This design comes from an exercise in tuning for small area, a short achievable clock period and few clock cycles per item on the open sky130 flow, not from production work. In this exercise RTL edits were held to simulation tests only and were not proved equivalent to the original. No activity file was given, so power comes from the tool's default toggle rates.

**flow/run.sh**
```bash
#!/bin/bash
# The standard layout, with timing repair aimed past the clock period:
# repair_timing works until the setup slack reaches SETUP_SLACK_MARGIN, so the
# layout is optimised for a shorter period than the constraint asks for.
# The clock, the constraints and every other step are the standard ones.
set -euo pipefail
MARGIN=${MARGIN:-7.1}
bash standard.sh SETUP_SLACK_MARGIN=$MARGIN TNS_END_PERCENT=10 finish > flow_make.log 2>&1
```
**standard.sh**
```bash
#!/bin/bash
# synth_recipe.tcl (not shown) runs the flow's synth.tcl, then flattens the netlist and writes it again
# the make line also repeats each setting of config.mk as NAME=value (left out here)
make -C /OpenROAD-flow-scripts/flow DESIGN_CONFIG=/design/flow/config.mk WORK_HOME=/design/flow/orfs CLKGATE_MAP_FILE= SYNTH_SCRIPT=/design/flow/synth_recipe.tcl "${@:-finish}"
```
**config.mk**
```make
export PLATFORM = sky130hd
export DESIGN_NAME = mm_kernel
export DESIGN_NICKNAME = mm_kernel
export VERILOG_FILES = /design/flow/design.v
export SDC_FILE = /design/flow/constraint.sdc
export NUM_CORES = 4
export LEC_CHECK = 0
export CAP_MARGIN = 20
export CORE_MARGIN = 2
export CORE_UTILIZATION = 50
export SLEW_MARGIN = 20
export SYNTH_HIERARCHICAL = 1
export SYNTH_MINIMUM_KEEP_SIZE = 0
```
**constraint.sdc**
```tcl
create_clock -name core_clock -period 10.5 [get_ports {ap_clk}]
set_input_delay 2.1000 -clock core_clock [delete_from_list [all_inputs] [get_ports {ap_clk}]]
set_output_delay 2.1000 -clock core_clock [all_outputs]
set_load 0.01 [all_outputs]
```
**design.v**
```verilog
package mm_pkg;
  localparam int MATRIX_DIM = 4;
  localparam int LANE_W = 16;
  localparam int ACC_W = 32;
  localparam int PROD_CNT_W = 8;
  localparam int VEC_W = MATRIX_DIM * LANE_W;
  localparam int BEAT_W = 2 * VEC_W + 1;
  localparam int STEP_W = BEAT_W + 1;
  localparam int ROW_W = MATRIX_DIM * ACC_W;
  localparam int MAT_W = MATRIX_DIM * ROW_W;
  localparam logic [ACC_W-1:0] ACC_LIVE0 = 32'hffffffff;
  localparam logic [ACC_W-1:0] ACC_LIVE1 = 32'h3fffffe0;
endpackage
`timescale 1ns/1ps
module mm_kernel_ctrl (
  input  logic                          ap_clk,
  input  logic                          areset,
  input  logic                          i_ap_start,
  input  logic [mm_pkg::PROD_CNT_W-1:0] i_num_products,
  input  logic                          i_last_taken,
  input  logic                          i_done,
  output logic                          o_run_active,
  output logic                          o_final,
  output logic                          o_ap_idle
);
  localparam logic [mm_pkg::PROD_CNT_W-1:0] PROD_ONE = 1;
  localparam logic [mm_pkg::PROD_CNT_W-1:0] PROD_TWO = 2;
  logic                          idle_q;
  logic                          start_q;
  logic                          start_pulse;
  logic [mm_pkg::PROD_CNT_W-1:0] left_q;
  logic                          left_one_q;
  assign start_pulse = i_ap_start & ~start_q;
  always_ff @(posedge ap_clk) begin
    if (areset) begin
      start_q    <= 1'b0;
      idle_q     <= 1'b1;
      left_q     <= PROD_ONE;
      left_one_q <= 1'b1;
    end else begin
      start_q <= i_ap_start;
      if (idle_q) begin
        if (start_pulse) begin
          idle_q     <= 1'b0;
          left_q     <= (i_num_products == '0) ? PROD_ONE : i_num_products;
          left_one_q <= (i_num_products == '0) || (i_num_products == PROD_ONE);
        end
      end else begin
        if (i_done) begin
          idle_q <= 1'b1;
        end
        if (i_last_taken) begin
          left_q     <= left_q - PROD_ONE;
          left_one_q <= (left_q == PROD_TWO);
        end
      end
    end
  end
  assign o_run_active = ~idle_q;
  assign o_final      = left_one_q;
  assign o_ap_idle    = idle_q;
endmodule
`timescale 1ns/1ps
module mm_decode (
  input  logic                      ap_clk,
  input  logic                      areset,
  input  logic                      i_run_active,
  input  logic                      i_beat_valid,
  input  logic [mm_pkg::BEAT_W-1:0] i_beat,
  input  logic                      i_final,
  output logic [4*24-1:0]           o_dig,
  output logic [4*64-1:0]           o_b,
  output logic [3:0]                o_first,
  output logic                      o_last,
  output logic                      o_final
);
  localparam int N  = mm_pkg::MATRIX_DIM;
  localparam int LW = mm_pkg::LANE_W;
  logic        beat_accept;
  logic        beat_last;
  logic        open_q;
  logic        first_q;
  logic        last_q;
  logic        final_q;
  logic [LW-1:0] a_in  [N];
  logic [LW-1:0] a_q   [N][N-1];
  logic [23:0]   enc   [N];
  logic [23:0]   dig_q [N];
  logic [63:0]   b_q   [N];
  logic [N-2:1]  first_d;
  assign beat_accept = i_beat_valid & i_run_active;
  assign beat_last   = i_beat[0];
  always_comb begin
    for (int r = 0; r < N; r++) begin
      a_in[r] = i_beat[1 + N*LW + r*LW +: LW] & {LW{beat_accept}};
    end
  end
  for (genvar r = 0; r < N; r++) begin : g_enc
    logic [LW:0] a;
    if (r == 0) begin : g_now
      assign a = {a_in[0], 1'b0};
    end else begin : g_late
      assign a = {a_q[r][r-1], 1'b0};
    end
    for (genvar i = 0; i < LW/2; i++) begin : g_dig
      assign enc[r][i]      = a[2*i+1] ^ a[2*i];
      assign enc[r][8 + i]  = (a[2*i+2] & ~a[2*i+1] & ~a[2*i]) |
                              (~a[2*i+2] & a[2*i+1] & a[2*i]);
      assign enc[r][16 + i] = a[2*i+2];
    end
  end
  always_ff @(posedge ap_clk) begin
    if (areset) begin
      open_q  <= 1'b1;
      first_q <= 1'b0;
      last_q  <= 1'b0;
      final_q <= 1'b0;
    end else begin
      first_q <= beat_accept & open_q;
      last_q  <= beat_accept & beat_last;
      final_q <= beat_accept & beat_last & i_final;
      if (!i_run_active) begin
        open_q <= 1'b1;
      end else if (beat_accept) begin
        open_q <= beat_last;
      end
    end
  end
  always_ff @(posedge ap_clk) begin
    for (int r = 1; r < N; r++) begin
      a_q[r][0] <= a_in[r];
      for (int k = 1; k < N-1; k++) begin
        if (k < r) a_q[r][k] <= a_q[r][k-1];
      end
    end
    for (int r = 0; r < N; r++) begin
      dig_q[r] <= enc[r];
    end
    b_q[0] <= i_beat[1 +: 64];
    for (int k = 1; k < N; k++) begin
      b_q[k] <= b_q[k-1];
    end
    first_d[1] <= first_q;
    for (int k = 2; k < N-1; k++) begin
      first_d[k] <= first_d[k-1];
    end
  end
  for (genvar r = 0; r < N; r++) begin : g_out
    assign o_dig[24*r +: 24] = dig_q[r];
    assign o_b[64*r +: 64]   = b_q[r];
  end
  assign o_first = {first_d, first_q, ~areset & beat_accept & open_q};
  assign o_last  = last_q;
  assign o_final = final_q;
endmodule
`timescale 1ns/1ps
module mm_fa (
  input  logic a,
  input  logic b,
  input  logic c,
  output logic s,
  output logic co
);
  assign s  = a ^ b ^ c;
  assign co = (a & b) | (a & c) | (b & c);
endmodule
`timescale 1ns/1ps
module mm_mac (
  input  logic        ap_clk,
  input  logic [7:0]  one,
  input  logic [7:0]  two,
  input  logic [7:0]  neg,
  input  logic [15:0] b,
  input  logic        first_in,
  output logic [31:0] o_s,
  output logic [31:0] o_c
);
  logic [56:0] acc_q;
  logic [56:0] acc_d;
  logic [31:0] acc0_q, acc1_q;
  logic [31:0] accg0, accg1;
  logic        first_q;
  logic pp0_0;
  logic pp0_1;
  logic pp0_2;
  logic pp1_0;
  logic pp0_3;
  logic pp1_1;
  logic pp0_4;
  logic pp1_2;
  logic pp2_0;
  logic pp0_5;
  logic pp1_3;
  logic pp2_1;
  logic pp0_6;
  logic pp1_4;
  logic pp2_2;
  logic pp3_0;
  logic pp0_7;
  logic pp1_5;
  logic pp2_3;
  logic pp3_1;
  logic pp0_8;
  logic pp1_6;
  logic pp2_4;
  logic pp3_2;
  logic pp4_0;
  logic pp0_9;
  logic pp1_7;
  logic pp2_5;
  logic pp3_3;
  logic pp4_1;
  logic pp0_10;
  logic pp1_8;
  logic pp2_6;
  logic pp3_4;
  logic pp4_2;
  logic pp5_0;
  logic pp0_11;
  logic pp1_9;
  logic pp2_7;
  logic pp3_5;
  logic pp4_3;
  logic pp5_1;
  logic pp0_12;
  logic pp1_10;
  logic pp2_8;
  logic pp3_6;
  logic pp4_4;
  logic pp5_2;
  logic pp6_0;
  logic pp0_13;
  logic pp1_11;
  logic pp2_9;
  logic pp3_7;
  logic pp4_5;
  logic pp5_3;
  logic pp6_1;
  logic pp0_14;
  logic pp1_12;
  logic pp2_10;
  logic pp3_8;
  logic pp4_6;
  logic pp5_4;
  logic pp6_2;
  logic pp7_0;
  logic pp0_15;
  logic pp1_13;
  logic pp2_11;
  logic pp3_9;
  logic pp4_7;
  logic pp5_5;
  logic pp6_3;
  logic pp7_1;
  logic pp0_16;
  logic pp1_14;
  logic pp2_12;
  logic pp3_10;
  logic pp4_8;
  logic pp5_6;
  logic pp6_4;
  logic pp7_2;
  logic pp1_15;
  logic pp2_13;
  logic pp3_11;
  logic pp4_9;
  logic pp5_7;
  logic pp6_5;
  logic pp7_3;
  logic pp1_16;
  logic pp2_14;
  logic pp3_12;
  logic pp4_10;
  logic pp5_8;
  logic pp6_6;
  logic pp7_4;
  logic pp2_15;
  logic pp3_13;
  logic pp4_11;
  logic pp5_9;
  logic pp6_7;
  logic pp7_5;
  logic pp2_16;
  logic pp3_14;
  logic pp4_12;
  logic pp5_10;
  logic pp6_8;
  logic pp7_6;
  logic pp3_15;
  logic pp4_13;
  logic pp5_11;
  logic pp6_9;
  logic pp7_7;
  logic pp3_16;
  logic pp4_14;
  logic pp5_12;
  logic pp6_10;
  logic pp7_8;
  logic pp4_15;
  logic pp5_13;
  logic pp6_11;
  logic pp7_9;
  logic pp4_16;
  logic pp5_14;
  logic pp6_12;
  logic pp7_10;
  logic pp5_15;
  logic pp6_13;
  logic pp7_11;
  logic pp5_16;
  logic pp6_14;
  logic pp7_12;
  logic pp6_15;
  logic pp7_13;
  logic pp6_16;
  logic pp7_14;
  logic pp7_15;
  logic pp7_16;
  logic t0, t1, t2, t3, t4, t5, t6, t7, t8, t9, t10, t11, t12, t13, t14, t15, t16, t17, t18, t19, t20, t21, t22, t23, t24, t25, t26, t27, t28, t29, t30, t31, t32, t33, t34, t35, t36, t37, t38, t39, t40, t41, t42, t43, t44, t45, t46, t47, t48, t49, t50, t51, t52, t53, t54, t55, t56, t57, t58, t59, t60, t61, t62, t63, t64, t65, t66, t67, t68, t69, t70, t71, t72, t73, t74, t75, t76, t77, t78, t79, t80, t81, t82, t83, t84, t85, t86, t87, t88, t89, t90, t91, t92, t93, t94, t95, t96, t97, t98, t99, t100, t101, t102, t103, t104, t105, t106, t107, t108, t109, t110, t111, t112, t113, t114, t115, t116, t117, t118, t119, t120, t121, t122, t123, t124, t125, t126, t127, t128, t129, t130, t131, t132, t133, t134, t135, t136, t137, t138, t139, t140, t141, t142, t143, t144, t145, t146, t147, t148, t149, t150, t151, t152, t153, t154, t155, t156, t157, t158, t159, t160, t161, t162, t163, t164, t165, t166, t167, t168, t169, t170, t171, t172, t173, t174, t175, t176, t177, t178, t179, t180, t181, t182, t183, t184, t185, t186, t187, t188, t189, t190, t191, t192, t193, t194, t195, t196, t197, t198, t199, t200, t201, t202, t203, t204, t205, t206, t207, t208, t209, t210, t211, t212, t213, t214, t215, t216, t217, t218, t219, t220, t221, t222, t223, t224, t225, t226, t227, t228, t229, t230, t231, t232, t233, t234, t235, t236, t237, t238, t239, t240, t241, t242, t243, t244, t245, t246, t247, t248, t249, t250, t251, t252, t253, t254, t255, t256, t257, t258, t259, t260, t261, t262, t263, t264, t265, t266, t267, t268, t269, t270, t271, t272, t273, t274, t275, t276, t277, t278, t279, t280, t281, t282, t283, t284, t285, t286, t287, t288, t289, t290, t291, t292, t293, t294, t295, t296, t297, t298, t299, t300, t301, t302, t303, t304, t305, t306, t307, t308, t309;
  assign acc0_q[0] = acc_q[0];
  assign acc1_q[0] = 1'b0;
  assign acc0_q[1] = acc_q[1];
  assign acc1_q[1] = 1'b0;
  assign acc0_q[2] = acc_q[2];
  assign acc1_q[2] = 1'b0;
  assign acc0_q[3] = acc_q[3];
  assign acc1_q[3] = 1'b0;
  assign acc0_q[4] = acc_q[4];
  assign acc1_q[4] = 1'b0;
  assign acc0_q[5] = acc_q[5];
  assign acc1_q[5] = acc_q[6];
  assign acc0_q[6] = acc_q[7];
  assign acc1_q[6] = acc_q[8];
  assign acc0_q[7] = acc_q[9];
  assign acc1_q[7] = acc_q[10];
  assign acc0_q[8] = acc_q[11];
  assign acc1_q[8] = acc_q[12];
  assign acc0_q[9] = acc_q[13];
  assign acc1_q[9] = acc_q[14];
  assign acc0_q[10] = acc_q[15];
  assign acc1_q[10] = acc_q[16];
  assign acc0_q[11] = acc_q[17];
  assign acc1_q[11] = acc_q[18];
  assign acc0_q[12] = acc_q[19];
  assign acc1_q[12] = acc_q[20];
  assign acc0_q[13] = acc_q[21];
  assign acc1_q[13] = acc_q[22];
  assign acc0_q[14] = acc_q[23];
  assign acc1_q[14] = acc_q[24];
  assign acc0_q[15] = acc_q[25];
  assign acc1_q[15] = acc_q[26];
  assign acc0_q[16] = acc_q[27];
  assign acc1_q[16] = acc_q[28];
  assign acc0_q[17] = acc_q[29];
  assign acc1_q[17] = acc_q[30];
  assign acc0_q[18] = acc_q[31];
  assign acc1_q[18] = acc_q[32];
  assign acc0_q[19] = acc_q[33];
  assign acc1_q[19] = acc_q[34];
  assign acc0_q[20] = acc_q[35];
  assign acc1_q[20] = acc_q[36];
  assign acc0_q[21] = acc_q[37];
  assign acc1_q[21] = acc_q[38];
  assign acc0_q[22] = acc_q[39];
  assign acc1_q[22] = acc_q[40];
  assign acc0_q[23] = acc_q[41];
  assign acc1_q[23] = acc_q[42];
  assign acc0_q[24] = acc_q[43];
  assign acc1_q[24] = acc_q[44];
  assign acc0_q[25] = acc_q[45];
  assign acc1_q[25] = acc_q[46];
  assign acc0_q[26] = acc_q[47];
  assign acc1_q[26] = acc_q[48];
  assign acc0_q[27] = acc_q[49];
  assign acc1_q[27] = acc_q[50];
  assign acc0_q[28] = acc_q[51];
  assign acc1_q[28] = acc_q[52];
  assign acc0_q[29] = acc_q[53];
  assign acc1_q[29] = acc_q[54];
  assign acc0_q[30] = acc_q[55];
  assign acc1_q[30] = 1'b0;
  assign acc0_q[31] = acc_q[56];
  assign acc1_q[31] = 1'b0;
  always_ff @(posedge ap_clk) begin
    first_q <= first_in;
  end
  assign accg0 = acc0_q & {32{~first_q}};
  assign accg1 = acc1_q & {32{~first_q}};
  assign pp0_0 = (one[0] & b[0]) ^ neg[0];
  assign pp0_1 = ((one[0] & b[1]) | (two[0] & b[0])) ^ neg[0];
  assign pp0_2 = ((one[0] & b[2]) | (two[0] & b[1])) ^ neg[0];
  assign pp1_0 = (one[1] & b[0]) ^ neg[1];
  assign pp0_3 = ((one[0] & b[3]) | (two[0] & b[2])) ^ neg[0];
  assign pp1_1 = ((one[1] & b[1]) | (two[1] & b[0])) ^ neg[1];
  assign pp0_4 = ((one[0] & b[4]) | (two[0] & b[3])) ^ neg[0];
  assign pp1_2 = ((one[1] & b[2]) | (two[1] & b[1])) ^ neg[1];
  assign pp2_0 = (one[2] & b[0]) ^ neg[2];
  assign pp0_5 = ((one[0] & b[5]) | (two[0] & b[4])) ^ neg[0];
  assign pp1_3 = ((one[1] & b[3]) | (two[1] & b[2])) ^ neg[1];
  assign pp2_1 = ((one[2] & b[1]) | (two[2] & b[0])) ^ neg[2];
  assign pp0_6 = ((one[0] & b[6]) | (two[0] & b[5])) ^ neg[0];
  assign pp1_4 = ((one[1] & b[4]) | (two[1] & b[3])) ^ neg[1];
  assign pp2_2 = ((one[2] & b[2]) | (two[2] & b[1])) ^ neg[2];
  assign pp3_0 = (one[3] & b[0]) ^ neg[3];
  assign pp0_7 = ((one[0] & b[7]) | (two[0] & b[6])) ^ neg[0];
  assign pp1_5 = ((one[1] & b[5]) | (two[1] & b[4])) ^ neg[1];
  assign pp2_3 = ((one[2] & b[3]) | (two[2] & b[2])) ^ neg[2];
  assign pp3_1 = ((one[3] & b[1]) | (two[3] & b[0])) ^ neg[3];
  assign pp0_8 = ((one[0] & b[8]) | (two[0] & b[7])) ^ neg[0];
  assign pp1_6 = ((one[1] & b[6]) | (two[1] & b[5])) ^ neg[1];
  assign pp2_4 = ((one[2] & b[4]) | (two[2] & b[3])) ^ neg[2];
  assign pp3_2 = ((one[3] & b[2]) | (two[3] & b[1])) ^ neg[3];
  assign pp4_0 = (one[4] & b[0]) ^ neg[4];
  assign pp0_9 = ((one[0] & b[9]) | (two[0] & b[8])) ^ neg[0];
  assign pp1_7 = ((one[1] & b[7]) | (two[1] & b[6])) ^ neg[1];
  assign pp2_5 = ((one[2] & b[5]) | (two[2] & b[4])) ^ neg[2];
  assign pp3_3 = ((one[3] & b[3]) | (two[3] & b[2])) ^ neg[3];
  assign pp4_1 = ((one[4] & b[1]) | (two[4] & b[0])) ^ neg[4];
  assign pp0_10 = ((one[0] & b[10]) | (two[0] & b[9])) ^ neg[0];
  assign pp1_8 = ((one[1] & b[8]) | (two[1] & b[7])) ^ neg[1];
  assign pp2_6 = ((one[2] & b[6]) | (two[2] & b[5])) ^ neg[2];
  assign pp3_4 = ((one[3] & b[4]) | (two[3] & b[3])) ^ neg[3];
  assign pp4_2 = ((one[4] & b[2]) | (two[4] & b[1])) ^ neg[4];
  assign pp5_0 = (one[5] & b[0]) ^ neg[5];
  assign pp0_11 = ((one[0] & b[11]) | (two[0] & b[10])) ^ neg[0];
  assign pp1_9 = ((one[1] & b[9]) | (two[1] & b[8])) ^ neg[1];
  assign pp2_7 = ((one[2] & b[7]) | (two[2] & b[6])) ^ neg[2];
  assign pp3_5 = ((one[3] & b[5]) | (two[3] & b[4])) ^ neg[3];
  assign pp4_3 = ((one[4] & b[3]) | (two[4] & b[2])) ^ neg[4];
  assign pp5_1 = ((one[5] & b[1]) | (two[5] & b[0])) ^ neg[5];
  assign pp0_12 = ((one[0] & b[12]) | (two[0] & b[11])) ^ neg[0];
  assign pp1_10 = ((one[1] & b[10]) | (two[1] & b[9])) ^ neg[1];
  assign pp2_8 = ((one[2] & b[8]) | (two[2] & b[7])) ^ neg[2];
  assign pp3_6 = ((one[3] & b[6]) | (two[3] & b[5])) ^ neg[3];
  assign pp4_4 = ((one[4] & b[4]) | (two[4] & b[3])) ^ neg[4];
  assign pp5_2 = ((one[5] & b[2]) | (two[5] & b[1])) ^ neg[5];
  assign pp6_0 = (one[6] & b[0]) ^ neg[6];
  assign pp0_13 = ((one[0] & b[13]) | (two[0] & b[12])) ^ neg[0];
  assign pp1_11 = ((one[1] & b[11]) | (two[1] & b[10])) ^ neg[1];
  assign pp2_9 = ((one[2] & b[9]) | (two[2] & b[8])) ^ neg[2];
  assign pp3_7 = ((one[3] & b[7]) | (two[3] & b[6])) ^ neg[3];
  assign pp4_5 = ((one[4] & b[5]) | (two[4] & b[4])) ^ neg[4];
  assign pp5_3 = ((one[5] & b[3]) | (two[5] & b[2])) ^ neg[5];
  assign pp6_1 = ((one[6] & b[1]) | (two[6] & b[0])) ^ neg[6];
  assign pp0_14 = ((one[0] & b[14]) | (two[0] & b[13])) ^ neg[0];
  assign pp1_12 = ((one[1] & b[12]) | (two[1] & b[11])) ^ neg[1];
  assign pp2_10 = ((one[2] & b[10]) | (two[2] & b[9])) ^ neg[2];
  assign pp3_8 = ((one[3] & b[8]) | (two[3] & b[7])) ^ neg[3];
  assign pp4_6 = ((one[4] & b[6]) | (two[4] & b[5])) ^ neg[4];
  assign pp5_4 = ((one[5] & b[4]) | (two[5] & b[3])) ^ neg[5];
  assign pp6_2 = ((one[6] & b[2]) | (two[6] & b[1])) ^ neg[6];
  assign pp7_0 = (one[7] & b[0]) ^ neg[7];
  assign pp0_15 = ((one[0] & b[15]) | (two[0] & b[14])) ^ neg[0];
  assign pp1_13 = ((one[1] & b[13]) | (two[1] & b[12])) ^ neg[1];
  assign pp2_11 = ((one[2] & b[11]) | (two[2] & b[10])) ^ neg[2];
  assign pp3_9 = ((one[3] & b[9]) | (two[3] & b[8])) ^ neg[3];
  assign pp4_7 = ((one[4] & b[7]) | (two[4] & b[6])) ^ neg[4];
  assign pp5_5 = ((one[5] & b[5]) | (two[5] & b[4])) ^ neg[5];
  assign pp6_3 = ((one[6] & b[3]) | (two[6] & b[2])) ^ neg[6];
  assign pp7_1 = ((one[7] & b[1]) | (two[7] & b[0])) ^ neg[7];
  assign pp0_16 = ~(((one[0] & b[15]) | (two[0] & b[15])) ^ neg[0]);
  assign pp1_14 = ((one[1] & b[14]) | (two[1] & b[13])) ^ neg[1];
  assign pp2_12 = ((one[2] & b[12]) | (two[2] & b[11])) ^ neg[2];
  assign pp3_10 = ((one[3] & b[10]) | (two[3] & b[9])) ^ neg[3];
  assign pp4_8 = ((one[4] & b[8]) | (two[4] & b[7])) ^ neg[4];
  assign pp5_6 = ((one[5] & b[6]) | (two[5] & b[5])) ^ neg[5];
  assign pp6_4 = ((one[6] & b[4]) | (two[6] & b[3])) ^ neg[6];
  assign pp7_2 = ((one[7] & b[2]) | (two[7] & b[1])) ^ neg[7];
  assign pp1_15 = ((one[1] & b[15]) | (two[1] & b[14])) ^ neg[1];
  assign pp2_13 = ((one[2] & b[13]) | (two[2] & b[12])) ^ neg[2];
  assign pp3_11 = ((one[3] & b[11]) | (two[3] & b[10])) ^ neg[3];
  assign pp4_9 = ((one[4] & b[9]) | (two[4] & b[8])) ^ neg[4];
  assign pp5_7 = ((one[5] & b[7]) | (two[5] & b[6])) ^ neg[5];
  assign pp6_5 = ((one[6] & b[5]) | (two[6] & b[4])) ^ neg[6];
  assign pp7_3 = ((one[7] & b[3]) | (two[7] & b[2])) ^ neg[7];
  assign pp1_16 = ~(((one[1] & b[15]) | (two[1] & b[15])) ^ neg[1]);
  assign pp2_14 = ((one[2] & b[14]) | (two[2] & b[13])) ^ neg[2];
  assign pp3_12 = ((one[3] & b[12]) | (two[3] & b[11])) ^ neg[3];
  assign pp4_10 = ((one[4] & b[10]) | (two[4] & b[9])) ^ neg[4];
  assign pp5_8 = ((one[5] & b[8]) | (two[5] & b[7])) ^ neg[5];
  assign pp6_6 = ((one[6] & b[6]) | (two[6] & b[5])) ^ neg[6];
  assign pp7_4 = ((one[7] & b[4]) | (two[7] & b[3])) ^ neg[7];
  assign pp2_15 = ((one[2] & b[15]) | (two[2] & b[14])) ^ neg[2];
  assign pp3_13 = ((one[3] & b[13]) | (two[3] & b[12])) ^ neg[3];
  assign pp4_11 = ((one[4] & b[11]) | (two[4] & b[10])) ^ neg[4];
  assign pp5_9 = ((one[5] & b[9]) | (two[5] & b[8])) ^ neg[5];
  assign pp6_7 = ((one[6] & b[7]) | (two[6] & b[6])) ^ neg[6];
  assign pp7_5 = ((one[7] & b[5]) | (two[7] & b[4])) ^ neg[7];
  assign pp2_16 = ~(((one[2] & b[15]) | (two[2] & b[15])) ^ neg[2]);
  assign pp3_14 = ((one[3] & b[14]) | (two[3] & b[13])) ^ neg[3];
  assign pp4_12 = ((one[4] & b[12]) | (two[4] & b[11])) ^ neg[4];
  assign pp5_10 = ((one[5] & b[10]) | (two[5] & b[9])) ^ neg[5];
  assign pp6_8 = ((one[6] & b[8]) | (two[6] & b[7])) ^ neg[6];
  assign pp7_6 = ((one[7] & b[6]) | (two[7] & b[5])) ^ neg[7];
  assign pp3_15 = ((one[3] & b[15]) | (two[3] & b[14])) ^ neg[3];
  assign pp4_13 = ((one[4] & b[13]) | (two[4] & b[12])) ^ neg[4];
  assign pp5_11 = ((one[5] & b[11]) | (two[5] & b[10])) ^ neg[5];
  assign pp6_9 = ((one[6] & b[9]) | (two[6] & b[8])) ^ neg[6];
  assign pp7_7 = ((one[7] & b[7]) | (two[7] & b[6])) ^ neg[7];
  assign pp3_16 = ~(((one[3] & b[15]) | (two[3] & b[15])) ^ neg[3]);
  assign pp4_14 = ((one[4] & b[14]) | (two[4] & b[13])) ^ neg[4];
  assign pp5_12 = ((one[5] & b[12]) | (two[5] & b[11])) ^ neg[5];
  assign pp6_10 = ((one[6] & b[10]) | (two[6] & b[9])) ^ neg[6];
  assign pp7_8 = ((one[7] & b[8]) | (two[7] & b[7])) ^ neg[7];
  assign pp4_15 = ((one[4] & b[15]) | (two[4] & b[14])) ^ neg[4];
  assign pp5_13 = ((one[5] & b[13]) | (two[5] & b[12])) ^ neg[5];
  assign pp6_11 = ((one[6] & b[11]) | (two[6] & b[10])) ^ neg[6];
  assign pp7_9 = ((one[7] & b[9]) | (two[7] & b[8])) ^ neg[7];
  assign pp4_16 = ~(((one[4] & b[15]) | (two[4] & b[15])) ^ neg[4]);
  assign pp5_14 = ((one[5] & b[14]) | (two[5] & b[13])) ^ neg[5];
  assign pp6_12 = ((one[6] & b[12]) | (two[6] & b[11])) ^ neg[6];
  assign pp7_10 = ((one[7] & b[10]) | (two[7] & b[9])) ^ neg[7];
  assign pp5_15 = ((one[5] & b[15]) | (two[5] & b[14])) ^ neg[5];
  assign pp6_13 = ((one[6] & b[13]) | (two[6] & b[12])) ^ neg[6];
  assign pp7_11 = ((one[7] & b[11]) | (two[7] & b[10])) ^ neg[7];
  assign pp5_16 = ~(((one[5] & b[15]) | (two[5] & b[15])) ^ neg[5]);
  assign pp6_14 = ((one[6] & b[14]) | (two[6] & b[13])) ^ neg[6];
  assign pp7_12 = ((one[7] & b[12]) | (two[7] & b[11])) ^ neg[7];
  assign pp6_15 = ((one[6] & b[15]) | (two[6] & b[14])) ^ neg[6];
  assign pp7_13 = ((one[7] & b[13]) | (two[7] & b[12])) ^ neg[7];
  assign pp6_16 = ~(((one[6] & b[15]) | (two[6] & b[15])) ^ neg[6]);
  assign pp7_14 = ((one[7] & b[14]) | (two[7] & b[13])) ^ neg[7];
  assign pp7_15 = ((one[7] & b[15]) | (two[7] & b[14])) ^ neg[7];
  assign pp7_16 = ~(((one[7] & b[15]) | (two[7] & b[15])) ^ neg[7]);
  assign t0 = ~accg0[16];
  assign t1 = ~accg0[17];
  assign t2 = ~accg0[19];
  assign t3 = ~accg0[21];
  assign t4 = ~accg0[23];
  assign t5 = ~accg0[25];
  assign t6 = ~accg0[27];
  assign t7 = ~accg0[29];
  assign t8 = ~accg0[31];
  mm_fa u_fa0 (.a(neg[0]), .b(accg0[0]), .c(pp0_0), .s(t9), .co(t10));
  mm_fa u_fa1 (.a(accg0[1]), .b(pp0_1), .c(t10), .s(t11), .co(t12));
  mm_fa u_fa2 (.a(neg[1]), .b(accg0[2]), .c(pp0_2), .s(t13), .co(t14));
  mm_fa u_fa3 (.a(pp1_0), .b(t13), .c(t12), .s(t15), .co(t16));
  mm_fa u_fa4 (.a(accg0[3]), .b(pp0_3), .c(pp1_1), .s(t17), .co(t18));
  mm_fa u_fa5 (.a(t14), .b(t17), .c(t16), .s(t19), .co(t20));
  mm_fa u_fa6 (.a(neg[2]), .b(accg0[4]), .c(pp0_4), .s(t21), .co(t22));
  mm_fa u_fa7 (.a(pp1_2), .b(pp2_0), .c(t18), .s(t23), .co(t24));
  mm_fa u_fa8 (.a(t21), .b(t23), .c(t20), .s(t25), .co(t26));
  mm_fa u_fa9 (.a(accg0[5]), .b(accg1[5]), .c(pp0_5), .s(t27), .co(t28));
  mm_fa u_fa10 (.a(pp1_3), .b(pp2_1), .c(t22), .s(t29), .co(t30));
  mm_fa u_fa11 (.a(t27), .b(t24), .c(t29), .s(t31), .co(t32));
  mm_fa u_fa12 (.a(neg[3]), .b(accg0[6]), .c(accg1[6]), .s(t33), .co(t34));
  mm_fa u_fa13 (.a(pp0_6), .b(pp1_4), .c(pp2_2), .s(t35), .co(t36));
  mm_fa u_fa14 (.a(pp3_0), .b(t33), .c(t28), .s(t37), .co(t38));
  mm_fa u_fa15 (.a(t35), .b(t30), .c(t37), .s(t39), .co(t40));
  mm_fa u_fa16 (.a(accg0[7]), .b(accg1[7]), .c(pp0_7), .s(t41), .co(t42));
  mm_fa u_fa17 (.a(pp1_5), .b(pp2_3), .c(pp3_1), .s(t43), .co(t44));
  mm_fa u_fa18 (.a(t34), .b(t36), .c(t41), .s(t45), .co(t46));
  mm_fa u_fa19 (.a(t43), .b(t38), .c(t45), .s(t47), .co(t48));
  mm_fa u_fa20 (.a(neg[4]), .b(accg0[8]), .c(accg1[8]), .s(t49), .co(t50));
  mm_fa u_fa21 (.a(pp0_8), .b(pp1_6), .c(pp2_4), .s(t51), .co(t52));
  mm_fa u_fa22 (.a(pp3_2), .b(pp4_0), .c(t49), .s(t53), .co(t54));
  mm_fa u_fa23 (.a(t42), .b(t44), .c(t51), .s(t55), .co(t56));
  mm_fa u_fa24 (.a(t53), .b(t46), .c(t55), .s(t57), .co(t58));
  mm_fa u_fa25 (.a(accg0[9]), .b(accg1[9]), .c(pp0_9), .s(t59), .co(t60));
  mm_fa u_fa26 (.a(pp1_7), .b(pp2_5), .c(pp3_3), .s(t61), .co(t62));
  mm_fa u_fa27 (.a(pp4_1), .b(t50), .c(t52), .s(t63), .co(t64));
  mm_fa u_fa28 (.a(t59), .b(t61), .c(t54), .s(t65), .co(t66));
  mm_fa u_fa29 (.a(t56), .b(t63), .c(t65), .s(t67), .co(t68));
  mm_fa u_fa30 (.a(neg[5]), .b(accg0[10]), .c(accg1[10]), .s(t69), .co(t70));
  mm_fa u_fa31 (.a(pp0_10), .b(pp1_8), .c(pp2_6), .s(t71), .co(t72));
  mm_fa u_fa32 (.a(pp3_4), .b(pp4_2), .c(pp5_0), .s(t73), .co(t74));
  mm_fa u_fa33 (.a(t69), .b(t60), .c(t62), .s(t75), .co(t76));
  mm_fa u_fa34 (.a(t71), .b(t73), .c(t64), .s(t77), .co(t78));
  mm_fa u_fa35 (.a(t75), .b(t66), .c(t77), .s(t79), .co(t80));
  mm_fa u_fa36 (.a(accg0[11]), .b(accg1[11]), .c(pp0_11), .s(t81), .co(t82));
  mm_fa u_fa37 (.a(pp1_9), .b(pp2_7), .c(pp3_5), .s(t83), .co(t84));
  mm_fa u_fa38 (.a(pp4_3), .b(pp5_1), .c(t70), .s(t85), .co(t86));
  mm_fa u_fa39 (.a(t72), .b(t74), .c(t81), .s(t87), .co(t88));
  mm_fa u_fa40 (.a(t83), .b(t85), .c(t76), .s(t89), .co(t90));
  mm_fa u_fa41 (.a(t87), .b(t78), .c(t89), .s(t91), .co(t92));
  mm_fa u_fa42 (.a(neg[6]), .b(accg0[12]), .c(accg1[12]), .s(t93), .co(t94));
  mm_fa u_fa43 (.a(pp0_12), .b(pp1_10), .c(pp2_8), .s(t95), .co(t96));
  mm_fa u_fa44 (.a(pp3_6), .b(pp4_4), .c(pp5_2), .s(t97), .co(t98));
  mm_fa u_fa45 (.a(pp6_0), .b(t93), .c(t82), .s(t99), .co(t100));
  mm_fa u_fa46 (.a(t84), .b(t86), .c(t95), .s(t101), .co(t102));
  mm_fa u_fa47 (.a(t97), .b(t88), .c(t99), .s(t103), .co(t104));
  mm_fa u_fa48 (.a(t101), .b(t90), .c(t103), .s(t105), .co(t106));
  mm_fa u_fa49 (.a(accg0[13]), .b(accg1[13]), .c(pp0_13), .s(t107), .co(t108));
  mm_fa u_fa50 (.a(pp1_11), .b(pp2_9), .c(pp3_7), .s(t109), .co(t110));
  mm_fa u_fa51 (.a(pp4_5), .b(pp5_3), .c(pp6_1), .s(t111), .co(t112));
  mm_fa u_fa52 (.a(t94), .b(t96), .c(t98), .s(t113), .co(t114));
  mm_fa u_fa53 (.a(t107), .b(t109), .c(t111), .s(t115), .co(t116));
  mm_fa u_fa54 (.a(t100), .b(t102), .c(t113), .s(t117), .co(t118));
  mm_fa u_fa55 (.a(t115), .b(t104), .c(t117), .s(t119), .co(t120));
  mm_fa u_fa56 (.a(neg[7]), .b(accg0[14]), .c(accg1[14]), .s(t121), .co(t122));
  mm_fa u_fa57 (.a(pp0_14), .b(pp1_12), .c(pp2_10), .s(t123), .co(t124));
  mm_fa u_fa58 (.a(pp3_8), .b(pp4_6), .c(pp5_4), .s(t125), .co(t126));
  mm_fa u_fa59 (.a(pp6_2), .b(pp7_0), .c(t121), .s(t127), .co(t128));
  mm_fa u_fa60 (.a(t108), .b(t110), .c(t112), .s(t129), .co(t130));
  mm_fa u_fa61 (.a(t123), .b(t125), .c(t127), .s(t131), .co(t132));
  mm_fa u_fa62 (.a(t114), .b(t116), .c(t129), .s(t133), .co(t134));
  mm_fa u_fa63 (.a(t131), .b(t118), .c(t133), .s(t135), .co(t136));
  mm_fa u_fa64 (.a(accg0[15]), .b(accg1[15]), .c(pp0_15), .s(t137), .co(t138));
  mm_fa u_fa65 (.a(pp1_13), .b(pp2_11), .c(pp3_9), .s(t139), .co(t140));
  mm_fa u_fa66 (.a(pp4_7), .b(pp5_5), .c(pp6_3), .s(t141), .co(t142));
  mm_fa u_fa67 (.a(pp7_1), .b(t122), .c(t124), .s(t143), .co(t144));
  mm_fa u_fa68 (.a(t126), .b(t137), .c(t139), .s(t145), .co(t146));
  mm_fa u_fa69 (.a(t141), .b(t128), .c(t130), .s(t147), .co(t148));
  mm_fa u_fa70 (.a(t143), .b(t145), .c(t132), .s(t149), .co(t150));
  mm_fa u_fa71 (.a(t134), .b(t147), .c(t149), .s(t151), .co(t152));
  mm_fa u_fa72 (.a(accg1[16]), .b(t0), .c(pp0_16), .s(t153), .co(t154));
  mm_fa u_fa73 (.a(pp1_14), .b(pp2_12), .c(pp3_10), .s(t155), .co(t156));
  mm_fa u_fa74 (.a(pp4_8), .b(pp5_6), .c(pp6_4), .s(t157), .co(t158));
  mm_fa u_fa75 (.a(pp7_2), .b(t138), .c(t140), .s(t159), .co(t160));
  mm_fa u_fa76 (.a(t142), .b(t153), .c(t155), .s(t161), .co(t162));
  mm_fa u_fa77 (.a(t157), .b(t144), .c(t146), .s(t163), .co(t164));
  mm_fa u_fa78 (.a(t159), .b(t161), .c(t148), .s(t165), .co(t166));
  mm_fa u_fa79 (.a(t163), .b(t150), .c(t165), .s(t167), .co(t168));
  mm_fa u_fa80 (.a(accg1[17]), .b(accg0[16]), .c(t1), .s(t169), .co(t170));
  mm_fa u_fa81 (.a(pp1_15), .b(pp2_13), .c(pp3_11), .s(t171), .co(t172));
  mm_fa u_fa82 (.a(pp4_9), .b(pp5_7), .c(pp6_5), .s(t173), .co(t174));
  mm_fa u_fa83 (.a(pp7_3), .b(t169), .c(t154), .s(t175), .co(t176));
  mm_fa u_fa84 (.a(t156), .b(t158), .c(t171), .s(t177), .co(t178));
  mm_fa u_fa85 (.a(t173), .b(t160), .c(t162), .s(t179), .co(t180));
  mm_fa u_fa86 (.a(t175), .b(t177), .c(t164), .s(t181), .co(t182));
  mm_fa u_fa87 (.a(t179), .b(t166), .c(t181), .s(t183), .co(t184));
  mm_fa u_fa88 (.a(accg0[18]), .b(accg1[18]), .c(accg0[17]), .s(t185), .co(t186));
  mm_fa u_fa89 (.a(pp1_16), .b(pp2_14), .c(pp3_12), .s(t187), .co(t188));
  mm_fa u_fa90 (.a(pp4_10), .b(pp5_8), .c(pp6_6), .s(t189), .co(t190));
  mm_fa u_fa91 (.a(pp7_4), .b(t170), .c(t185), .s(t191), .co(t192));
  mm_fa u_fa92 (.a(t172), .b(t174), .c(t187), .s(t193), .co(t194));
  mm_fa u_fa93 (.a(t189), .b(t191), .c(t176), .s(t195), .co(t196));
  mm_fa u_fa94 (.a(t178), .b(t193), .c(t180), .s(t197), .co(t198));
  mm_fa u_fa95 (.a(t195), .b(t182), .c(t197), .s(t199), .co(t200));
  mm_fa u_fa96 (.a(accg1[19]), .b(t2), .c(pp2_15), .s(t201), .co(t202));
  mm_fa u_fa97 (.a(pp3_13), .b(pp4_11), .c(pp5_9), .s(t203), .co(t204));
  mm_fa u_fa98 (.a(pp6_7), .b(pp7_5), .c(t186), .s(t205), .co(t206));
  mm_fa u_fa99 (.a(t188), .b(t190), .c(t201), .s(t207), .co(t208));
  mm_fa u_fa100 (.a(t203), .b(t192), .c(t205), .s(t209), .co(t210));
  mm_fa u_fa101 (.a(t194), .b(t207), .c(t209), .s(t211), .co(t212));
  mm_fa u_fa102 (.a(t196), .b(t211), .c(t198), .s(t213), .co(t214));
  mm_fa u_fa103 (.a(accg0[20]), .b(accg1[20]), .c(accg0[19]), .s(t215), .co(t216));
  mm_fa u_fa104 (.a(pp2_16), .b(pp3_14), .c(pp4_12), .s(t217), .co(t218));
  mm_fa u_fa105 (.a(pp5_10), .b(pp6_8), .c(pp7_6), .s(t219), .co(t220));
  mm_fa u_fa106 (.a(t215), .b(t202), .c(t204), .s(t221), .co(t222));
  mm_fa u_fa107 (.a(t206), .b(t217), .c(t219), .s(t223), .co(t224));
  mm_fa u_fa108 (.a(t208), .b(t221), .c(t210), .s(t225), .co(t226));
  mm_fa u_fa109 (.a(t223), .b(t212), .c(t225), .s(t227), .co(t228));
  mm_fa u_fa110 (.a(accg1[21]), .b(t3), .c(pp3_15), .s(t229), .co(t230));
  mm_fa u_fa111 (.a(pp4_13), .b(pp5_11), .c(pp6_9), .s(t231), .co(t232));
  mm_fa u_fa112 (.a(pp7_7), .b(t216), .c(t218), .s(t233), .co(t234));
  mm_fa u_fa113 (.a(t220), .b(t229), .c(t231), .s(t235), .co(t236));
  mm_fa u_fa114 (.a(t222), .b(t224), .c(t233), .s(t237), .co(t238));
  mm_fa u_fa115 (.a(t235), .b(t226), .c(t237), .s(t239), .co(t240));
  mm_fa u_fa116 (.a(accg0[22]), .b(accg1[22]), .c(accg0[21]), .s(t241), .co(t242));
  mm_fa u_fa117 (.a(pp3_16), .b(pp4_14), .c(pp5_12), .s(t243), .co(t244));
  mm_fa u_fa118 (.a(pp6_10), .b(pp7_8), .c(t241), .s(t245), .co(t246));
  mm_fa u_fa119 (.a(t230), .b(t232), .c(t243), .s(t247), .co(t248));
  mm_fa u_fa120 (.a(t245), .b(t234), .c(t236), .s(t249), .co(t250));
  mm_fa u_fa121 (.a(t247), .b(t238), .c(t249), .s(t251), .co(t252));
  mm_fa u_fa122 (.a(accg1[23]), .b(t4), .c(pp4_15), .s(t253), .co(t254));
  mm_fa u_fa123 (.a(pp5_13), .b(pp6_11), .c(pp7_9), .s(t255), .co(t256));
  mm_fa u_fa124 (.a(t242), .b(t244), .c(t253), .s(t257), .co(t258));
  mm_fa u_fa125 (.a(t255), .b(t246), .c(t248), .s(t259), .co(t260));
  mm_fa u_fa126 (.a(t257), .b(t250), .c(t259), .s(t261), .co(t262));
  mm_fa u_fa127 (.a(accg0[24]), .b(accg1[24]), .c(accg0[23]), .s(t263), .co(t264));
  mm_fa u_fa128 (.a(pp4_16), .b(pp5_14), .c(pp6_12), .s(t265), .co(t266));
  mm_fa u_fa129 (.a(pp7_10), .b(t263), .c(t254), .s(t267), .co(t268));
  mm_fa u_fa130 (.a(t256), .b(t265), .c(t258), .s(t269), .co(t270));
  mm_fa u_fa131 (.a(t267), .b(t260), .c(t269), .s(t271), .co(t272));
  mm_fa u_fa132 (.a(accg1[25]), .b(t5), .c(pp5_15), .s(t273), .co(t274));
  mm_fa u_fa133 (.a(pp6_13), .b(pp7_11), .c(t264), .s(t275), .co(t276));
  mm_fa u_fa134 (.a(t266), .b(t273), .c(t275), .s(t277), .co(t278));
  mm_fa u_fa135 (.a(t268), .b(t277), .c(t270), .s(t279), .co(t280));
  mm_fa u_fa136 (.a(accg0[26]), .b(accg1[26]), .c(accg0[25]), .s(t281), .co(t282));
  mm_fa u_fa137 (.a(pp5_16), .b(pp6_14), .c(pp7_12), .s(t283), .co(t284));
  mm_fa u_fa138 (.a(t281), .b(t274), .c(t276), .s(t285), .co(t286));
  mm_fa u_fa139 (.a(t283), .b(t278), .c(t285), .s(t287), .co(t288));
  mm_fa u_fa140 (.a(accg1[27]), .b(t6), .c(pp6_15), .s(t289), .co(t290));
  mm_fa u_fa141 (.a(pp7_13), .b(t282), .c(t284), .s(t291), .co(t292));
  mm_fa u_fa142 (.a(t289), .b(t286), .c(t291), .s(t293), .co(t294));
  mm_fa u_fa143 (.a(accg0[28]), .b(accg1[28]), .c(accg0[27]), .s(t295), .co(t296));
  mm_fa u_fa144 (.a(pp6_16), .b(pp7_14), .c(t295), .s(t297), .co(t298));
  mm_fa u_fa145 (.a(t290), .b(t297), .c(t292), .s(t299), .co(t300));
  mm_fa u_fa146 (.a(accg1[29]), .b(t7), .c(pp7_15), .s(t301), .co(t302));
  mm_fa u_fa147 (.a(t296), .b(t301), .c(t298), .s(t303), .co(t304));
  mm_fa u_fa148 (.a(accg0[30]), .b(accg0[29]), .c(pp7_16), .s(t305), .co(t306));
  mm_fa u_fa149 (.a(t302), .b(t305), .c(t304), .s(t307), .co(t308));
  assign t309 = t8 ^ t306 ^ t308;
  assign acc_d[0] = t9;
  assign acc_d[1] = t11;
  assign acc_d[2] = t15;
  assign acc_d[3] = t19;
  assign acc_d[4] = t25;
  assign acc_d[5] = t26;
  assign acc_d[6] = t31;
  assign acc_d[7] = t32;
  assign acc_d[8] = t39;
  assign acc_d[9] = t40;
  assign acc_d[10] = t47;
  assign acc_d[11] = t48;
  assign acc_d[12] = t57;
  assign acc_d[13] = t58;
  assign acc_d[14] = t67;
  assign acc_d[15] = t68;
  assign acc_d[16] = t79;
  assign acc_d[17] = t80;
  assign acc_d[18] = t91;
  assign acc_d[19] = t92;
  assign acc_d[20] = t105;
  assign acc_d[21] = t106;
  assign acc_d[22] = t119;
  assign acc_d[23] = t120;
  assign acc_d[24] = t135;
  assign acc_d[25] = t136;
  assign acc_d[26] = t151;
  assign acc_d[27] = t152;
  assign acc_d[28] = t167;
  assign acc_d[29] = t168;
  assign acc_d[30] = t183;
  assign acc_d[31] = t184;
  assign acc_d[32] = t199;
  assign acc_d[33] = t200;
  assign acc_d[34] = t213;
  assign acc_d[35] = t214;
  assign acc_d[36] = t227;
  assign acc_d[37] = t228;
  assign acc_d[38] = t239;
  assign acc_d[39] = t240;
  assign acc_d[40] = t251;
  assign acc_d[41] = t252;
  assign acc_d[42] = t261;
  assign acc_d[43] = t262;
  assign acc_d[44] = t271;
  assign acc_d[45] = t272;
  assign acc_d[46] = t279;
  assign acc_d[47] = t280;
  assign acc_d[48] = t287;
  assign acc_d[49] = t288;
  assign acc_d[50] = t293;
  assign acc_d[51] = t294;
  assign acc_d[52] = t299;
  assign acc_d[53] = t300;
  assign acc_d[54] = t303;
  assign acc_d[55] = t307;
  assign acc_d[56] = t309;
  always_ff @(posedge ap_clk) begin
    acc_q <= acc_d;
  end
  assign o_s = acc0_q;
  assign o_c = acc1_q;
endmodule
module mm_execute (
  input  logic                     ap_clk,
  input  logic [4*24-1:0]          i_dig,
  input  logic [4*64-1:0]          i_b,
  input  logic [3:0]               i_first,
  output logic [mm_pkg::MAT_W-1:0] o_s,
  output logic [mm_pkg::MAT_W-1:0] o_c
);
  localparam int N = mm_pkg::MATRIX_DIM;
  for (genvar r = 0; r < N; r++) begin : g_row
    for (genvar c = 0; c < N; c++) begin : g_col
      mm_mac u_mac (
        .ap_clk (ap_clk),
        .one    (i_dig[24*r +: 8]),
        .two    (i_dig[24*r + 8 +: 8]),
        .neg    (i_dig[24*r + 16 +: 8]),
        .b      (i_b[64*r + 16*c +: 16]),
        .first_in (i_first[r]),
        .o_s    (o_s[128*r + 32*c +: 32]),
        .o_c    (o_c[128*r + 32*c +: 32])
      );
    end
  end
endmodule
`timescale 1ns/1ps
module mm_result (
  input  logic                     ap_clk,
  input  logic                     areset,
  input  logic                     i_last,
  input  logic                     i_final,
  input  logic [mm_pkg::MAT_W-1:0] i_s,
  input  logic [mm_pkg::MAT_W-1:0] i_c,
  output logic                     o_c_valid,
  output logic [mm_pkg::ROW_W-1:0] o_c_row,
  output logic                     o_c_last,
  output logic                     o_done
);
  localparam int N  = mm_pkg::MATRIX_DIM;
  localparam int AW = mm_pkg::ACC_W;
  logic [N-1:0]                sel_q;
  logic [N-1:0]                fin_q;
  logic [N-1:0][AW-1:0]        s_row;
  logic [N-1:0][AW-1:0]        c_row;
  logic [mm_pkg::ROW_W-1:0]    row_q;
  logic                        valid_q;
  logic                        last_q;
  logic                        done_q;
  always_comb begin
    for (int c = 0; c < N; c++) begin
      s_row[c] = '0;
      c_row[c] = '0;
      for (int r = 0; r < N; r++) begin
        s_row[c] = s_row[c] | (i_s[128*r + 32*c +: 32] & mm_pkg::ACC_LIVE0 & {AW{sel_q[r]}});
        c_row[c] = c_row[c] | (i_c[128*r + 32*c +: 32] & mm_pkg::ACC_LIVE1 & {AW{sel_q[r]}});
      end
    end
  end
  always_ff @(posedge ap_clk) begin
    for (int c = 0; c < N; c++) begin
      row_q[32*c +: 32] <= s_row[c] + c_row[c];
    end
  end
  always_ff @(posedge ap_clk) begin
    if (areset) begin
      sel_q   <= '0;
      fin_q   <= '0;
      valid_q <= 1'b0;
      last_q  <= 1'b0;
      done_q  <= 1'b0;
    end else begin
      sel_q   <= {sel_q[N-2:0], i_last};
      fin_q   <= {fin_q[N-2:0], i_final};
      valid_q <= |sel_q;
      last_q  <= sel_q[N-1];
      done_q  <= sel_q[N-1] & fin_q[N-1];
    end
  end
  assign o_c_valid = valid_q;
  assign o_c_row   = row_q;
  assign o_c_last  = last_q;
  assign o_done    = done_q;
endmodule
`timescale 1ns/1ps
module mm_kernel (
  input  logic                          ap_clk,
  input  logic                          areset,
  input  logic                          i_ap_start,
  input  logic [mm_pkg::PROD_CNT_W-1:0] i_num_products,
  input  logic                          i_beat_valid,
  input  logic [mm_pkg::BEAT_W-1:0]     i_beat,
  output logic                          o_ap_idle,
  output logic                          o_ap_done,
  output logic                          o_c_valid,
  output logic [mm_pkg::ROW_W-1:0]      o_c_row,
  output logic                          o_c_last
);
  logic                     run_active;
  logic                     final_next;
  logic                     done;
  logic [4*24-1:0]          dig;
  logic [4*64-1:0]          b;
  logic [3:0]               first;
  logic                     last;
  logic                     last_final;
  logic [mm_pkg::MAT_W-1:0] acc_s;
  logic [mm_pkg::MAT_W-1:0] acc_c;
  mm_kernel_ctrl u_ctrl (
    .ap_clk         (ap_clk),
    .areset         (areset),
    .i_ap_start     (i_ap_start),
    .i_num_products (i_num_products),
    .i_last_taken   (i_beat_valid & run_active & i_beat[0]),
    .i_done         (done),
    .o_run_active   (run_active),
    .o_final        (final_next),
    .o_ap_idle      (o_ap_idle)
  );
  mm_decode u_decode (
    .ap_clk       (ap_clk),
    .areset       (areset),
    .i_run_active (run_active),
    .i_beat_valid (i_beat_valid),
    .i_beat       (i_beat),
    .i_final      (final_next),
    .o_dig        (dig),
    .o_b          (b),
    .o_first      (first),
    .o_last       (last),
    .o_final      (last_final)
  );
  mm_execute u_execute (
    .ap_clk  (ap_clk),
    .i_dig   (dig),
    .i_b     (b),
    .i_first (first),
    .o_s     (acc_s),
    .o_c     (acc_c)
  );
  mm_result u_result (
    .ap_clk    (ap_clk),
    .areset    (areset),
    .i_last    (last),
    .i_final   (last_final),
    .i_s       (acc_s),
    .i_c       (acc_c),
    .o_c_valid (o_c_valid),
    .o_c_row   (o_c_row),
    .o_c_last  (o_c_last),
    .o_done    (done)
  );
  assign o_ap_done = done;
endmodule
```
==> run_results.csv, run 1 <==
group,metric,value,unit
yosys,synth.cell_area,145200,um2
setup_path,cpMaxStageDelayCell,"dfxtp_4",
job,drv_cap,0,
setup_path,critPathKind,"reg2out",
grt,grtUsageTotal,39.38,%
layout,fin_area,161700,um2
floorplanning,die-area,294600,um2
place,place_area,142700,um2
layout,fin_nets,14970,
setup_path,slowest_delay,400,ps
setup_path,critPathMaxFanout,1,
pwr,power_density,237.4,nW/um2
setup_path,worstPathArrival,1470,ps
routing,vias,108100,
timing,tightest_slew,1021,ps
place,dp.cells,15390,
timing,skew,70.10,ps
timing,period_share,33.96,%
pwr,power_frac_comb,54.0,%
pwr,p_clk_share,19.3,%
pwr,switching_share,41.65,%
routing,drc_errors,0,
place,io_buffer_count,272,
grt,grt_pass1_vias,113600,
setup_path,endpoint_kind,"primary output",
routing,route.met3.wl,81120,um
setup_path,start_kind,"flop",
routing,ant_nets,0,
pwr,power.internal,22.40,mW
layout,layout-drive-gt1-share,17.62,%
routing,wire_per_inst,36.68,um
timing,timing.fmax,0.2804,GHz
place,gp_congestion,0.9771,
grt,antenna_found_initial,65,
clock_tree,clockBufferDepth,4,
yosys,postSynthAreaPerCell,11.70,um2
routing,wl_met2,251600,um
floorplanning,start_util,50.33,%
grt,grt_max_degree,72,
timing,rsz0062_at_grt,"true",
place,dpl.hpwl,351900,um
floorplanning,placementRows,197,
pwr,max-vdd-ir-drop,0.1690,mV
routing,first_iter_violations,14410,
routing,finalWirelength,597700,um
setup_path,path_buf_inv,1,
clock_tree,hold_buffers,0,
yosys,synth_warnings,15,
yosys,synthCells,12410,
setup_path,critical-path-top-delay-family,"flip-flops",
timing,slew_headroom,31.96,%
layout,layout.cells.non_filler,16300,
timing,setup_tns,0,ps
floorplanning,die_width,542.8,um
clock_tree,htree_levels,4,
clock_tree,cts.sinks,1532,
routing,vias_per_cell,6.633,
timing,drv_slew,0,
clock_tree,clockRootBuffer,"clkbuf_16",
floorplanning,io_pins,273,
pwr,power_switching,15.99,mW
pwr,share_seq_of_total_power,26.7,%
layout,area_growth,11.39,%
grt,grt_pass1_wl,830600,um
worst_hold_path,hold_path_class,"reg2reg",
floorplanning,core_area,288400,um2
routing,top_layer_used,"met5",
grt,overflow,0,
floorplanning,die_h,542.8,um
clock_tree,clkLatencyLatePin,940,ps
layout,fillCellCount,23740,
timing,period_needed,3566,ps
run_status,status,"complete, no violations",
timing,hold_viol,0,
yosys,synth_nets,15060,
pwr,p_leak,62.53,nW
routing,met1_length,210000,um
clock_tree,cts_made_buffers,193,
clock_tree,clkSlewWorstSetupHoldPaths,60,ps
clock_tree,cts_tree,"done",
routing,drt_pre_antenna_iters,9,
setup_path,crit_chain,"buf_6",
setup_path,required,8400,ps
timing,finalSetupViolCount,0,
[layer usage]
metal	vias up	track usage, %
met2	8369	56.73
met5	-	0.03288
met1	55720	47.15
met3	2293	15.90
li1	41660	-
met4	48	29.43
[power groups by stage]
stage          clock network [mW]  logic [mW]  registers, mW
3_5_place_dp                    0        19.4           10.3
2_1_floorplan                   0        14.8           9.00
4_1_cts                      7.45        20.3           10.1
3_3_place_gp                    0        18.6           10.3
6_report                     7.42        20.7           10.3
5_1_grt                      7.68        23.3           10.3
[worst paths after layout]
path                                                                    end             startpoint  slack (ps)  depth (start not counted)
worst max-delay path                                            o_c_row[17]     u_result.row_q[17]        6930                          1
worst min-delay path                                     u_decode.a_q[7][5]     u_decode.a_q[6][5]         310                          0
worst max register to register  u_execute.g_row[1].g_col[1].u_mac.acc_q[26]  u_decode.dig_q[1][23]        6950                          6
worst min register to register                           u_decode.a_q[7][5]     u_decode.a_q[6][5]         310                          0
[layout by cell type (no fill, tap or decap), drive strengths merged, types with 184 or more instances in the layout]
cell type and count:
o21ai 206, xnor2 2134, xor2 186, inv 184, nand2 419, buf 794, a22oi 2373, nor2b 809
dfxtp 1532, fa 2404, clkbuf 294
[flip-flops by register name, summed over array words and instances (netlist names), 2 cells and up]
| signal | cells |
|---|---|
| u_ctrl.left_q | 8 |
| u_decode.a_q | 96 |
| u_decode.b_q | 256 |
| u_decode.dig_q | 96 |
| u_decode.first_d | 2 |
| u_execute.g_row.g_col.u_mac.acc_q | 912 |
| u_execute.g_row.g_col.u_mac.first_q | 16 |
| u_result.fin_q | 4 |
| u_result.row_q | 128 |
| u_result.sel_q | 4 |
[repair_timing]
| item | in CTS | in global routing |
|---|---|---|
| buffers inserted | 326 | 64 |
| resized for setup | 1343 | 382 |
| endpoints found under the setup margin | 931 | 487 |
| pin swaps | 38 | 109 |
| cloned | 94 | 29 |
[final cells by class]
cell class                      count  area, um2  share of cell area, %
Timing Repair Buffer             1076      15180                  9.390
Inverter                          173      650.6                 0.4024
Tap cell                         3781       4731                  2.926
Clock buffer                      250       5410                  3.346
Multi-Input combinational cell   9345     102800                  63.55
Antenna cell                       34      85.08                0.05262
Sequential cell                  1532      31430                  19.44
Clock inverter                    105       1445                 0.8937
[metrics by stage]
step / total power [mW] / worst slack (ps) / util, % / hold WS, ps
after CTS: 37.88 / 6918 / 55.15 / 309.0
final: 38.39 / 6934 / 56.07 / 314.0
after global routing: 41.26 / 6926 / 56.04 / 309.2
after detailed placement: 29.65 / 5718 / 49.48 / 313.5
after floorplan: 23.75 / 7049 / - / 309.6
after global placement: 28.91 / 5680 / 49.48 / 313.2
Testbench counts, summed over its fixed seeds: cycles 4,588, products 286.
==> inputs of run 2 (changes only) <==
--- a/config.mk
+++ b/config.mk
@@ -8,5 +8,5 @@
 export CAP_MARGIN = 20
 export CORE_MARGIN = 2
-export CORE_UTILIZATION = 50
+export CORE_UTILIZATION = 62
 export SLEW_MARGIN = 20
 export SYNTH_HIERARCHICAL = 1
==> run 2 against run 1 <==
- critical path type is now reg2reg
- sequential power is essentially flat
- combinational power is essentially flat
- clock skew shrank 34 ps
- critical path depth grew 8
- cell count shrank 4.1%
- critical endpoint is now u_execute.g_row[2].g_col[2].u_mac.acc_q[16]
- via count grew 0.66%
- highest routed layer unchanged
- sequential share of layout area grew 0.28 points
- hold slack gained 12 ps
- register-to-register slack lost 20 ps
- wire length grew 0.28%
==> run_results.csv, run 2 <==
group,metric,value,unit
run_status,status,"complete, no violations",
grt,grt_pass1_vias,113300,
yosys,postSynthAreaPerCell,11.70,um2
grt,grt_max_degree,87,
routing,finalWirelength,599400,um
floorplanning,die-area,238000,um2
layout,reg.largest.list,"u_execute.g_row.g_col.u_mac.acc_q x912, u_decode.b_q x256, u_result.row_q x128",
timing,skew,36.17,ps
layout,layout_commonest_cell,"fa_1",
setup_path,cpMaxStageDelayCell,"dfxtp_4",
timing,setup_slack,6934,ps
floorplanning,core_area,232800,um2
clock_tree,hold_buffers,0,
timing,period_share,33.96,%
clock_tree,cts.sinks,1532,
setup_path,start_kind,"flop",
setup_path,worstPathArrival,4310,ps
setup_path,endpoint_kind,"flop",
layout,area_growth,9.757,%
setup_path,crit_chain,"buf_12, buf_4, bufbuf_16, a22oi_2, xnor2_1, fa_1, fa_1, fa_1, fa_1",
place,place_area,141600,um2
clock_tree,cts_made_buffers,187,
pwr,p_leak,61.91,nW
floorplanning,start_util,62.37,%
timing,hold_viol,0,
routing,vias,108800,
layout,mostFrequentLayoutCells,"fa_1 (2331), xnor2_1 (2122), a22oi_1 (1920), dfxtp_1 (1233), nor2b_1 (807)",
clock_tree,clockRootBuffer,"clkbuf_16",
yosys,synth_warnings,15,
clock_tree,cts_tree,"done",
place,dp.cells,14710,
routing,wl_met2,245800,um
clock_tree,clkSlewWorstSetupHoldPaths,60,ps
layout,fin_area,159300,um2
timing,finalSetupViolCount,0,
pwr,max-vdd-ir-drop,0.1998,mV
timing,period_needed,3566,ps
routing,vias_per_cell,6.959,
routing,ant_nets,0,
grt,antenna_found_initial,42,
grt,overflow,0,
worst_hold_path,hold_path_class,"reg2reg",
timing,timing.fmax,0.2804,GHz
routing,top_layer_used,"met5",
place,io_buffer_count,272,
pwr,power_density,239.3,nW/um2
layout,registers.top_by_ff_count,"u_execute.g_row.g_col.u_mac.acc_q",
clock_tree,htree_levels,4,
layout,layout-drive-gt1-share,17.55,%
setup_path,required,11250,ps
routing,drt_pre_antenna_iters,8,
floorplanning,die_width,487.9,um
layout,layout.cells.non_filler,15640,
timing,slew_headroom,19.79,%
job,drv_cap,0,
setup_path,slowest_delay,530,ps
setup_path,critPathMostFrequentCell,"fa_1",
routing,wire_per_inst,38.33,um
yosys,synth_nets,15060,
clock_tree,clockBufferDepth,3,
floorplanning,io_pins,273,
timing,drv_slew,0,
grt,grtUsageTotal,48.86,%
yosys,synthCells,12410,
timing,setup_tns,0,ps
place,gp_congestion,0.9829,
place,dp_slack,5683,ps
grt,grt_pass1_wl,826400,um
routing,first_iter_violations,15330,
floorplanning,placementRows,177,
setup_path,critPathMaxFanout,16,
place,dpl.hpwl,348300,um
floorplanning,die_h,487.9,um
yosys,synth.cell_area,145200,um2
routing,drc_errors,0,
layout,fin_nets,14970,
clock_tree,clkLatencyLatePin,890,ps
layout,largest_reg_flops,912,
timing,holdWs,325.9,ps
timing,rsz0062_at_grt,"true",
routing,met1_length,199700,um
routing,route.met3.wl,87310,um
setup_path,critPathKind,"reg2reg",
timing,tightest_slew,1191,ps
-- run 2: cell count changes in the layout (fill, tap and decap cells not counted), sizes merged --
cell	change
buf	+74
diode	-7
bufinv	-5
clkdlybuf4s15	-9
clkinvlp	+5
bufbuf	-46
clkbuf	-10
inv	-1
clkinv	-12
-- run 2: path summary, 6_finish.rpt --
kind                            depth (start not counted)  slack [ps]            startpoint                                           to
worst max-delay path                                    9        6930  u_decode.dig_q[2][8]  u_execute.g_row[2].g_col[2].u_mac.acc_q[16]
worst min-delay path                                    0         330   u_decode.a_q[10][5]                          u_decode.a_q[11][5]
worst max register to register                          9        6930  u_decode.dig_q[2][8]  u_execute.g_row[2].g_col[2].u_mac.acc_q[16]
worst min register to register                          0         330   u_decode.a_q[10][5]                          u_decode.a_q[11][5]
-- run 2: critical path, delay by kind of cell, from the launching register on --
kind / cells / cell delay [ps]
adders and majority gates: 4 / 1840
DFF: 1 / 530
AOI/OAI and AO/OA: 1 / 100
xor gates and xnor gates: 1 / 180
buffers and inverters: 3 / 750
-- run 2: metrics by stage --
step | util (%) | power, mW
after floorplan | - | 23.75
after global placement | 60.85 | 28.77
after detailed placement | 60.85 | 29.57
after CTS | 67.30 | 37.38
after global routing | 68.43 | 40.80
final | 68.45 | 38.12
-- run 2: metal layers --
layer / up-vias / GRT usage, %
met2: 9268 / 68.56
met1: 55250 / 58.06
li1: 41620 / -
met5: - / 0.2654
met4: 38 / 41.45
met3: 2639 / 20.14
-- run 2: area by class of cell --
type                       count  area (um2)
sequential                  1532       31410
multi-input combinational   9345      102800
clock inverter                92        1267
timing repair buffer        1080       13890
inverter                     173       651.9
antenna                       27       67.56
tap                         3132        3919
clock buffer                 255        5353
fill                       17240       73430
-- run 2: repair_timing --
action                     4_1_cts  5_1_grt
buffers inserted               386       82
resized for setup             1348      303
setup endpoints to repair      901      497
pin swaps                       44      104
cloned                          54       29
-- run 2: report_power, final --
| part | switching, mW | internal (mW) | total [mW] |
|---|---|---|---|
| clock network | 2.96 | 4.20 | 7.16 |
| logic | 11.1 | 9.74 | 20.8 |
| registers | 1.90 | 8.26 | 10.2 |
| total | 15.9 | 22.2 | 38.1 |

==> static timing again, ports no longer ideal <==
No port has a modelled driver above. Below, the same layouts with a new extraction and two added sets of constraints. Step 1: set_driving_cell puts a clkbuf_16 on ap_clk and a buf_2 on each other input, an assumption about the parent block. Step 2 moves the port delays by t, midway between the first and last clock arrival at a register: inputs arrive t later, outputs are due t later. That takes back most of the time a late clock gives input paths. Three values: no drivers, after step 1, after step 2; two values: the first two.
| run | t, ns | setup slack, ns | latest minus earliest clock arrival (ns) | slew at the worst register clock pin (ns) | pins driven straight from the clock port |
|---|---|---|---|---|---|
| run 1 | 1.017 | 6.934 / 6.827 / 6.548 | 0.082 / 0.082 | 0.07 / 0.07 | 1 |
| run 2 | 0.972 | 6.934 / 6.879 / 6.359 | 0.038 / 0.038 | 0.07 / 0.07 | 1 |
After both steps setup and hold are still met in every run listed. The setup slack of run 2, which loses most, moves by -0.055 ns with the drivers and by -0.575 ns with both steps.
